This design comes from an exercise in tuning for small area, a short achievable clock period and few clock cycles per item on the open sky130 flow, not from production work. RTL that was checked went through simulation tests only; none was proved equivalent to the original.

==> zinc: inputs <==
==> flow/design.v <==
package rce_pkg;
    localparam int BOUND_W   = 32;
    localparam int FREQ_W    = 16;
    localparam int TRY_W     = 19;
    localparam int DIV_K     = 2;
    localparam int DIV_CYC   = BOUND_W / DIV_K;
    localparam int DIV_CNT_W = $clog2(DIV_CYC);
    localparam logic OP_ENCODE = 1'b0;
    localparam logic OP_FLUSH  = 1'b1;
endpackage
module rce_muldiv (
    input  logic [rce_pkg::FREQ_W-1:0]  i_r,
    input  logic [rce_pkg::BOUND_W-1:0] i_sq,
    input  logic [rce_pkg::DIV_K-1:0]   i_l,
    input  logic [rce_pkg::FREQ_W-1:0]  i_k0,
    input  logic [rce_pkg::FREQ_W:0]    i_k1c,
    input  logic [rce_pkg::FREQ_W+1:0]  i_k2c,
    input  logic [rce_pkg::FREQ_W:0]    i_k1,
    output logic [rce_pkg::FREQ_W-1:0]  o_r,
    output logic [rce_pkg::BOUND_W-1:0] o_sq,
    output logic [rce_pkg::DIV_K-1:0]   o_qb
);
    localparam int TW = rce_pkg::TRY_W;
    localparam int FW = rce_pkg::FREQ_W;
    always_comb begin
        logic [TW-1:0]               a, y0, y1, y2, k1, k1c, k2c, k2;
        logic [FW-1:0]               r;
        logic [rce_pkg::BOUND_W-1:0] sq;
        logic                        b, l, p1, p2, one;
        r  = i_r;
        sq = i_sq;
        k1  = {{(TW-FW-1){i_k1[FW]}}, i_k1};
        k1c = {{(TW-FW-1){i_k1c[FW]}}, i_k1c};
        k2c = {{(TW-FW-2){i_k2c[FW+1]}}, i_k2c};
        k2  = {k1[TW-2:0], 1'b0};
        for (int k = 0; k < rce_pkg::DIV_K; k++) begin
            b   = sq[rce_pkg::BOUND_W-1];
            l   = i_l[rce_pkg::DIV_K-1-k];
            a   = {2'd0, r, 1'b0};
            y0  = a + (b ? {3'd0, i_k0} : '0);
            y1  = a + (b ? k1c : k1);
            y2  = a + (b ? k2c : k2);
            p1  = !y1[TW-1];
            p2  = !y2[TW-1];
            r   = p2 ? y2[FW-1:0] : (p1 ? y1[FW-1:0] : y0[FW-1:0]);
            one = p1 && !p2;
            sq  = {sq[rce_pkg::BOUND_W-2:0], one ^ l};
            o_qb[rce_pkg::DIV_K-1-k] = p2 || (one && l);
        end
        o_r  = r;
        o_sq = sq;
    end
endmodule
module range_coder_encoder_top (
    input  logic        i_clk,
    input  logic        i_rst_n,
    input  logic        i_s_axis_tvalid,
    output logic        o_s_axis_tready,
    input  logic [47:0] i_s_axis_tdata,   
    input  logic        i_s_axis_tuser,   
    output logic        o_m_axis_tvalid,
    input  logic        i_m_axis_tready,
    output logic [7:0]  o_m_axis_tdata,   
    output logic        o_m_axis_tlast
);
    localparam int W  = rce_pkg::BOUND_W;
    localparam int F  = rce_pkg::FREQ_W;
    localparam int K  = rce_pkg::DIV_K;
    typedef enum logic [1:0] {
        S_IDLE = 2'd0,
        S_DIV  = 2'd1,
        S_FIN  = 2'd2
    } t_state;
    t_state                        r_state;
    logic [rce_pkg::DIV_CNT_W-1:0] r_cnt;
    logic [1:0]                    r_ecnt;
    logic                          r_pend, r_flush, r_hold, r_inv;
    logic [W-1:0]                  r_low, r_high;
    logic [F-1:0]                  r_k0_lo, r_k0_hi;
    logic [F:0]                    r_k1, r_k1c_lo, r_k1c_hi;
    logic [F+1:0]                  r_k2c_lo, r_k2c_hi;
    logic [F-1:0]                  r_r_lo, r_r_hi;
    logic [W-1:0]                  r_sq_lo, r_sq_hi;
    logic [F-1:0]   in_cum, in_fr, in_tot;
    logic [F:0]     in_sum;
    logic           op_flush, op_valid;
    logic [W:0]     span, span_b;
    logic [W-1:0]   span_h, span_l;
    logic           emit_end;
    logic           full, top_eq, emit, emit_last, start, fin_go, offered;
    logic [F-1:0]   n_r_lo, n_r_hi;
    logic [W-1:0]   n_sq_lo, n_sq_hi;
    logic [K-1:0]   n_qb_lo, n_qb_hi;
    logic [W-1:0]   new_low, new_high;
    assign in_cum   = i_s_axis_tdata[F-1:0];
    assign in_fr    = i_s_axis_tdata[F +: F];
    assign in_tot   = i_s_axis_tdata[2*F +: F];
    assign in_sum   = {1'b0, in_cum} + {1'b0, in_fr};
    assign op_flush = (i_s_axis_tuser == rce_pkg::OP_FLUSH);
    assign op_valid = (in_fr != '0) && (in_tot != '0) && (in_sum <= {1'b0, in_tot});
    assign span_h = (r_state == S_FIN) ? new_high : r_high;
    assign span_l = (r_state == S_FIN) ? new_low : r_low;
    assign span_b = {1'b0, span_h} - {1'b0, span_l} + 33'd1;
    assign span   = emit_end ? {span_b[W-8:0], 8'h00} : span_b;
    assign full   = span[W];
    assign top_eq    = (r_low[31:24] == r_high[31:24]);
    assign emit      = (r_state == S_IDLE) && (r_flush || (r_pend && top_eq));
    assign emit_last = (r_ecnt == 2'd3) || (!r_flush && (r_low[23:16] != r_high[23:16]));
    assign offered   = i_s_axis_tvalid && !op_flush && op_valid;
    assign emit_end  = emit && !r_flush && emit_last;
    assign start     = (r_state == S_IDLE) && (!emit || (emit_end && i_m_axis_tready)) && offered;
    assign fin_go    = (r_state == S_FIN) && (new_low[31:24] != new_high[31:24]) && offered;
    always_comb begin
        o_s_axis_tready = 1'b0;
        if (r_state == S_IDLE) begin
            o_s_axis_tready = !emit && (op_flush || (r_hold && r_inv));
        end else if (r_state == S_DIV) begin
            o_s_axis_tready = (r_cnt == rce_pkg::DIV_CNT_W'(rce_pkg::DIV_CYC - 1));
        end
    end
    rce_muldiv u_lo (
        .i_r(r_r_lo), .i_sq(r_sq_lo), .i_l(r_low[W-1 -: K]),
        .i_k0(r_k0_lo), .i_k1c(r_k1c_lo), .i_k2c(r_k2c_lo), .i_k1(r_k1),
        .o_r(n_r_lo), .o_sq(n_sq_lo), .o_qb(n_qb_lo)
    );
    rce_muldiv u_hi (
        .i_r(r_r_hi), .i_sq(r_sq_hi), .i_l(r_low[W-1 -: K]),
        .i_k0(r_k0_hi), .i_k1c(r_k1c_hi), .i_k2c(r_k2c_hi), .i_k1(r_k1),
        .o_r(n_r_hi), .o_sq(n_sq_hi), .o_qb(n_qb_hi)
    );
    assign new_low  = r_sq_lo + {r_low[W-2:0], 1'b0};
    assign new_high = r_sq_hi + {r_high[W-2:0], 1'b0} - 32'd1;
    always_ff @(posedge i_clk) begin
        r_k0_lo  <= in_cum;
        r_k0_hi  <= in_sum[F-1:0];
        r_k1     <= -{1'b0, in_tot};
        r_k1c_lo <= {1'b0, in_cum} - {1'b0, in_tot};
        r_k1c_hi <= in_sum - {1'b0, in_tot};
        r_k2c_lo <= {2'd0, in_cum} - {1'b0, in_tot, 1'b0};
        r_k2c_hi <= {1'b0, in_sum} - {1'b0, in_tot, 1'b0};
        r_inv    <= !op_valid;
        r_r_lo  <= n_r_lo;
        r_r_hi  <= n_r_hi;
        r_sq_lo <= n_sq_lo;
        r_sq_hi <= n_sq_hi;
        if (r_state != S_DIV) begin
            r_r_lo  <= full ? in_cum : '0;
            r_r_hi  <= full ? in_sum[F-1:0] : '0;
            r_sq_lo <= span[W-1:0];
            r_sq_hi <= span[W-1:0];
        end
        if (!i_rst_n) begin
            r_state <= S_IDLE;
            r_cnt   <= '0;
            r_ecnt  <= '0;
            r_pend  <= 1'b0;
            r_flush <= 1'b0;
            r_hold  <= 1'b0;
            r_low   <= '0;
            r_high  <= '1;
        end else begin
            r_hold <= i_s_axis_tvalid && !o_s_axis_tready;
            case (r_state)
                S_IDLE: begin
                    if (emit) begin
                        if (i_m_axis_tready) begin
                            r_ecnt <= r_ecnt + 2'd1;
                            r_low  <= {r_low[W-9:0], 8'h00};
                            if (!r_flush) r_high <= {r_high[W-9:0], 8'hFF};
                            if (emit_last) begin
                                r_pend  <= 1'b0;
                                r_flush <= 1'b0;
                            end
                            if (start) begin
                                r_state <= S_DIV;
                                r_cnt   <= '0;
                            end
                        end
                    end else begin
                        r_pend <= 1'b0;
                        r_ecnt <= '0;
                        if (i_s_axis_tvalid && op_flush) begin
                            r_flush <= 1'b1;
                        end else if (start) begin
                            r_state <= S_DIV;
                            r_cnt   <= '0;
                        end
                    end
                end
                S_DIV: begin
                    r_cnt  <= r_cnt + 1'b1;
                    r_low  <= {r_low[W-K-1:0], n_qb_lo};
                    r_high <= {r_high[W-K-1:0], n_qb_hi};
                    if (r_cnt == rce_pkg::DIV_CNT_W'(rce_pkg::DIV_CYC - 1)) begin
                        r_state <= S_FIN;
                    end
                end
                S_FIN: begin
                    r_low   <= new_low;
                    r_high  <= new_high;
                    r_ecnt  <= '0;
                    if (fin_go) begin
                        r_state <= S_DIV;
                        r_cnt   <= '0;
                    end else begin
                        r_state <= S_IDLE;
                        r_pend  <= 1'b1;
                    end
                end
                default: r_state <= S_IDLE;
            endcase
        end
    end
    assign o_m_axis_tvalid = emit;
    assign o_m_axis_tdata  = r_flush ? r_low[W-1:W-8] : r_high[W-1:W-8];
    assign o_m_axis_tlast  = emit_last;
endmodule
==> flow/run.sh <==
#!/bin/bash
# synth_recipe.tcl (not shown) runs the flow's synth.tcl, then flattens the netlist and writes it again
# the make line also repeats each setting of config.mk as NAME=value (left out here)
make -C /OpenROAD-flow-scripts/flow DESIGN_CONFIG=/design/flow/config.mk WORK_HOME=/design/flow/orfs CLKGATE_MAP_FILE= SYNTH_SCRIPT=/design/flow/synth_recipe.tcl finish
==> flow/config.mk <==
export PLATFORM = sky130hd
export DESIGN_NAME = range_coder_encoder_top
export DESIGN_NICKNAME = range_coder_encoder_top
export VERILOG_FILES = /design/flow/design.v
export SDC_FILE = /design/flow/constraint.sdc
export NUM_CORES = 4
export LEC_CHECK = 0
export ABC_CLOCK_PERIOD_IN_PS = 4000
export CAP_MARGIN = 20
export CORE_MARGIN = 2
export CORE_UTILIZATION = 40
export SETUP_SLACK_MARGIN = 5
export SLEW_MARGIN = 20
==> flow/constraint.sdc <==
create_clock -name core_clock -period 11.0 [get_ports {i_clk}]
set_input_delay 2.2000 -clock core_clock [delete_from_list [all_inputs] [get_ports {i_clk}]]
set_output_delay 2.2000 -clock core_clock [all_outputs]
set_load 0.01 [all_outputs]
==> onyx: changes against zinc <==
==> flow/design.v, changed modules only <==
module range_coder_encoder_top (
    input  logic        i_clk,
    input  logic        i_rst_n,
    input  logic        i_s_axis_tvalid,
    output logic        o_s_axis_tready,
    input  logic [47:0] i_s_axis_tdata,   
    input  logic        i_s_axis_tuser,   
    output logic        o_m_axis_tvalid,
    input  logic        i_m_axis_tready,
    output logic [7:0]  o_m_axis_tdata,   
    output logic        o_m_axis_tlast
);
    localparam int W  = rce_pkg::BOUND_W;
    localparam int F  = rce_pkg::FREQ_W;
    localparam int K  = rce_pkg::DIV_K;
    typedef enum logic [1:0] {
        S_IDLE = 2'd0,
        S_DIV  = 2'd1,
        S_FIN  = 2'd2
    } t_state;
    t_state                        r_state;
    logic [rce_pkg::DIV_CNT_W-1:0] r_cnt;
    logic [1:0]                    r_ecnt;
    logic                          r_pend, r_flush, r_hold, r_inv;
    logic [W-1:0]                  r_low, r_high;
    logic [F-1:0]                  r_k0_lo, r_k0_hi;
    logic [F:0]                    r_k1, r_k1c_lo, r_k1c_hi;
    logic [F+1:0]                  r_k2c_lo, r_k2c_hi;
    logic [F-1:0]                  r_r_lo, r_r_hi;
    logic [W-1:0]                  r_sq_lo, r_sq_hi;
    logic [F-1:0]   in_cum, in_fr, in_tot;
    logic [F:0]     in_sum;
    logic           op_flush, op_valid;
    logic [W:0]     span;
    logic           full, top_eq, emit, emit_last, start;
    logic [F-1:0]   n_r_lo, n_r_hi;
    logic [W-1:0]   n_sq_lo, n_sq_hi;
    logic [K-1:0]   n_qb_lo, n_qb_hi;
    logic [W-1:0]   new_low, new_high;
    assign in_cum   = i_s_axis_tdata[F-1:0];
    assign in_fr    = i_s_axis_tdata[F +: F];
    assign in_tot   = i_s_axis_tdata[2*F +: F];
    assign in_sum   = {1'b0, in_cum} + {1'b0, in_fr};
    assign op_flush = (i_s_axis_tuser == rce_pkg::OP_FLUSH);
    assign op_valid = (in_fr != '0) && (in_tot != '0) && (in_sum <= {1'b0, in_tot});
    assign span = {1'b0, r_high} - {1'b0, r_low} + 33'd1;
    assign full = span[W];
    assign top_eq    = (r_low[31:24] == r_high[31:24]);
    assign emit      = (r_state == S_IDLE) && (r_flush || (r_pend && top_eq));
    assign emit_last = (r_ecnt == 2'd3) || (!r_flush && (r_low[23:16] != r_high[23:16]));
    assign start     = (r_state == S_IDLE) && !emit && i_s_axis_tvalid && !op_flush && op_valid;
    always_comb begin
        o_s_axis_tready = 1'b0;
        if (r_state == S_IDLE) begin
            o_s_axis_tready = !emit && (op_flush || (r_hold && r_inv));
        end else if (r_state == S_FIN) begin
            o_s_axis_tready = 1'b1;
        end
    end
    rce_muldiv u_lo (
        .i_r(r_r_lo), .i_sq(r_sq_lo), .i_l(r_low[W-1 -: K]),
        .i_k0(r_k0_lo), .i_k1c(r_k1c_lo), .i_k2c(r_k2c_lo), .i_k1(r_k1),
        .o_r(n_r_lo), .o_sq(n_sq_lo), .o_qb(n_qb_lo)
    );
    rce_muldiv u_hi (
        .i_r(r_r_hi), .i_sq(r_sq_hi), .i_l(r_low[W-1 -: K]),
        .i_k0(r_k0_hi), .i_k1c(r_k1c_hi), .i_k2c(r_k2c_hi), .i_k1(r_k1),
        .o_r(n_r_hi), .o_sq(n_sq_hi), .o_qb(n_qb_hi)
    );
    assign new_low  = r_sq_lo + {r_low[W-2:0], 1'b0};
    assign new_high = r_sq_hi + {r_high[W-2:0], 1'b0} - 32'd1;
    always_ff @(posedge i_clk) begin
        r_k0_lo  <= in_cum;
        r_k0_hi  <= in_sum[F-1:0];
        r_k1     <= -{1'b0, in_tot};
        r_k1c_lo <= {1'b0, in_cum} - {1'b0, in_tot};
        r_k1c_hi <= in_sum - {1'b0, in_tot};
        r_k2c_lo <= {2'd0, in_cum} - {1'b0, in_tot, 1'b0};
        r_k2c_hi <= {1'b0, in_sum} - {1'b0, in_tot, 1'b0};
        r_inv    <= !op_valid;
        r_r_lo  <= n_r_lo;
        r_r_hi  <= n_r_hi;
        r_sq_lo <= n_sq_lo;
        r_sq_hi <= n_sq_hi;
        if (r_state == S_IDLE) begin
            r_r_lo  <= full ? in_cum : '0;
            r_r_hi  <= full ? in_sum[F-1:0] : '0;
            r_sq_lo <= span[W-1:0];
            r_sq_hi <= span[W-1:0];
        end
        if (!i_rst_n) begin
            r_state <= S_IDLE;
            r_cnt   <= '0;
            r_ecnt  <= '0;
            r_pend  <= 1'b0;
            r_flush <= 1'b0;
            r_hold  <= 1'b0;
            r_low   <= '0;
            r_high  <= '1;
        end else begin
            r_hold <= i_s_axis_tvalid && !o_s_axis_tready;
            case (r_state)
                S_IDLE: begin
                    if (emit) begin
                        if (i_m_axis_tready) begin
                            r_ecnt <= r_ecnt + 2'd1;
                            r_low  <= {r_low[W-9:0], 8'h00};
                            if (!r_flush) r_high <= {r_high[W-9:0], 8'hFF};
                            if (emit_last) begin
                                r_pend  <= 1'b0;
                                r_flush <= 1'b0;
                            end
                        end
                    end else begin
                        r_pend <= 1'b0;
                        r_ecnt <= '0;
                        if (i_s_axis_tvalid && op_flush) begin
                            r_flush <= 1'b1;
                        end else if (start) begin
                            r_state <= S_DIV;
                            r_cnt   <= '0;
                        end
                    end
                end
                S_DIV: begin
                    r_cnt  <= r_cnt + 1'b1;
                    r_low  <= {r_low[W-K-1:0], n_qb_lo};
                    r_high <= {r_high[W-K-1:0], n_qb_hi};
                    if (r_cnt == rce_pkg::DIV_CNT_W'(rce_pkg::DIV_CYC - 1)) begin
                        r_state <= S_FIN;
                    end
                end
                S_FIN: begin
                    r_state <= S_IDLE;
                    r_pend  <= 1'b1;
                    r_low   <= new_low;
                    r_high  <= new_high;
                end
                default: r_state <= S_IDLE;
            endcase
        end
    end
    assign o_m_axis_tvalid = emit;
    assign o_m_axis_tdata  = r_flush ? r_low[W-1:W-8] : r_high[W-1:W-8];
    assign o_m_axis_tlast  = emit_last;
endmodule
ABC_CLOCK_PERIOD_IN_PS = default   (was 4000)
SETUP_SLACK_MARGIN = default   (was 5)
==> comparison table <==
metric	zinc	onyx
Number of signal-net buffers in the layout	195	84
Layout-stage area growth over the synthesis result	17.0%	10.1%
Post-route cell area	35000 um2	31800 um2
Status	finished clean	finished clean
Clk tree area frac	0.0367	0.0410
Total of clock buffers placed in the layout	51	45
Number of tapcells	969	950
Critical-path maximum fanout	6	60
Top sig layer	met4	met5
Nets in the synthesized netlist	4509	4272
Highest achievable clock rate	0.168 GHz	0.134 GHz
RR Startpoint	r_high[0]$_SDFFE_PN1P_	r_sq_hi[31]$_DFF_P_
Worst setup path start	i_s_axis_tdata[20]	r_sq_hi[31]$_DFF_P_
Violation count after the first detailed-route iteration	2095	1914
Non-clock inverter count	295	307
Detailed Route WL	101 mm	90.5 mm
Detailed-routed wire length on met2	45.5 mm	41.7 mm
Buffer count from post-CTS setup fixing	47	0
Worst-skew pair later-pin latency	570 ps	560 ps
Area used by multi-input combinational logic	23700 um2	21600 um2
Cell area after placement	31600 um2	30500 um2
Testbench counts of onyx, summed over its fixed seeds: cycles 25,163, items 1,392.
No functional check of the RTL was part of zinc.

separate check: timing with driven ports:
In the flow no input, the clock included, has a driving cell. The finished layouts below were timed again as built, in two steps. Step 1: set_driving_cell puts a clkbuf_16 on i_clk and a buf_2 on each other input, an assumption about the parent block. Step 2, shift: input delay + t, output delay - t, t = (earliest + latest rising clock arrival at the registers) / 2. This alone moves slack from input paths to output paths. Three values: ideal ports, drivers, drivers and shift; two values: the first two.
run | t, ns | slack for setup (ns) | latest minus earliest clock arrival (ns)
zinc | 0.620 | 5.036 / 5.068 / 4.448 | 0.022 / 0.022
onyx | 0.620 | 3.509 / 3.509 / 3.361 | 0.023 / 0.024
After both steps setup and hold are still met in every run listed. The setup slack of zinc, which loses most, moves by +0.032 ns with the drivers and by -0.588 ns with both steps.
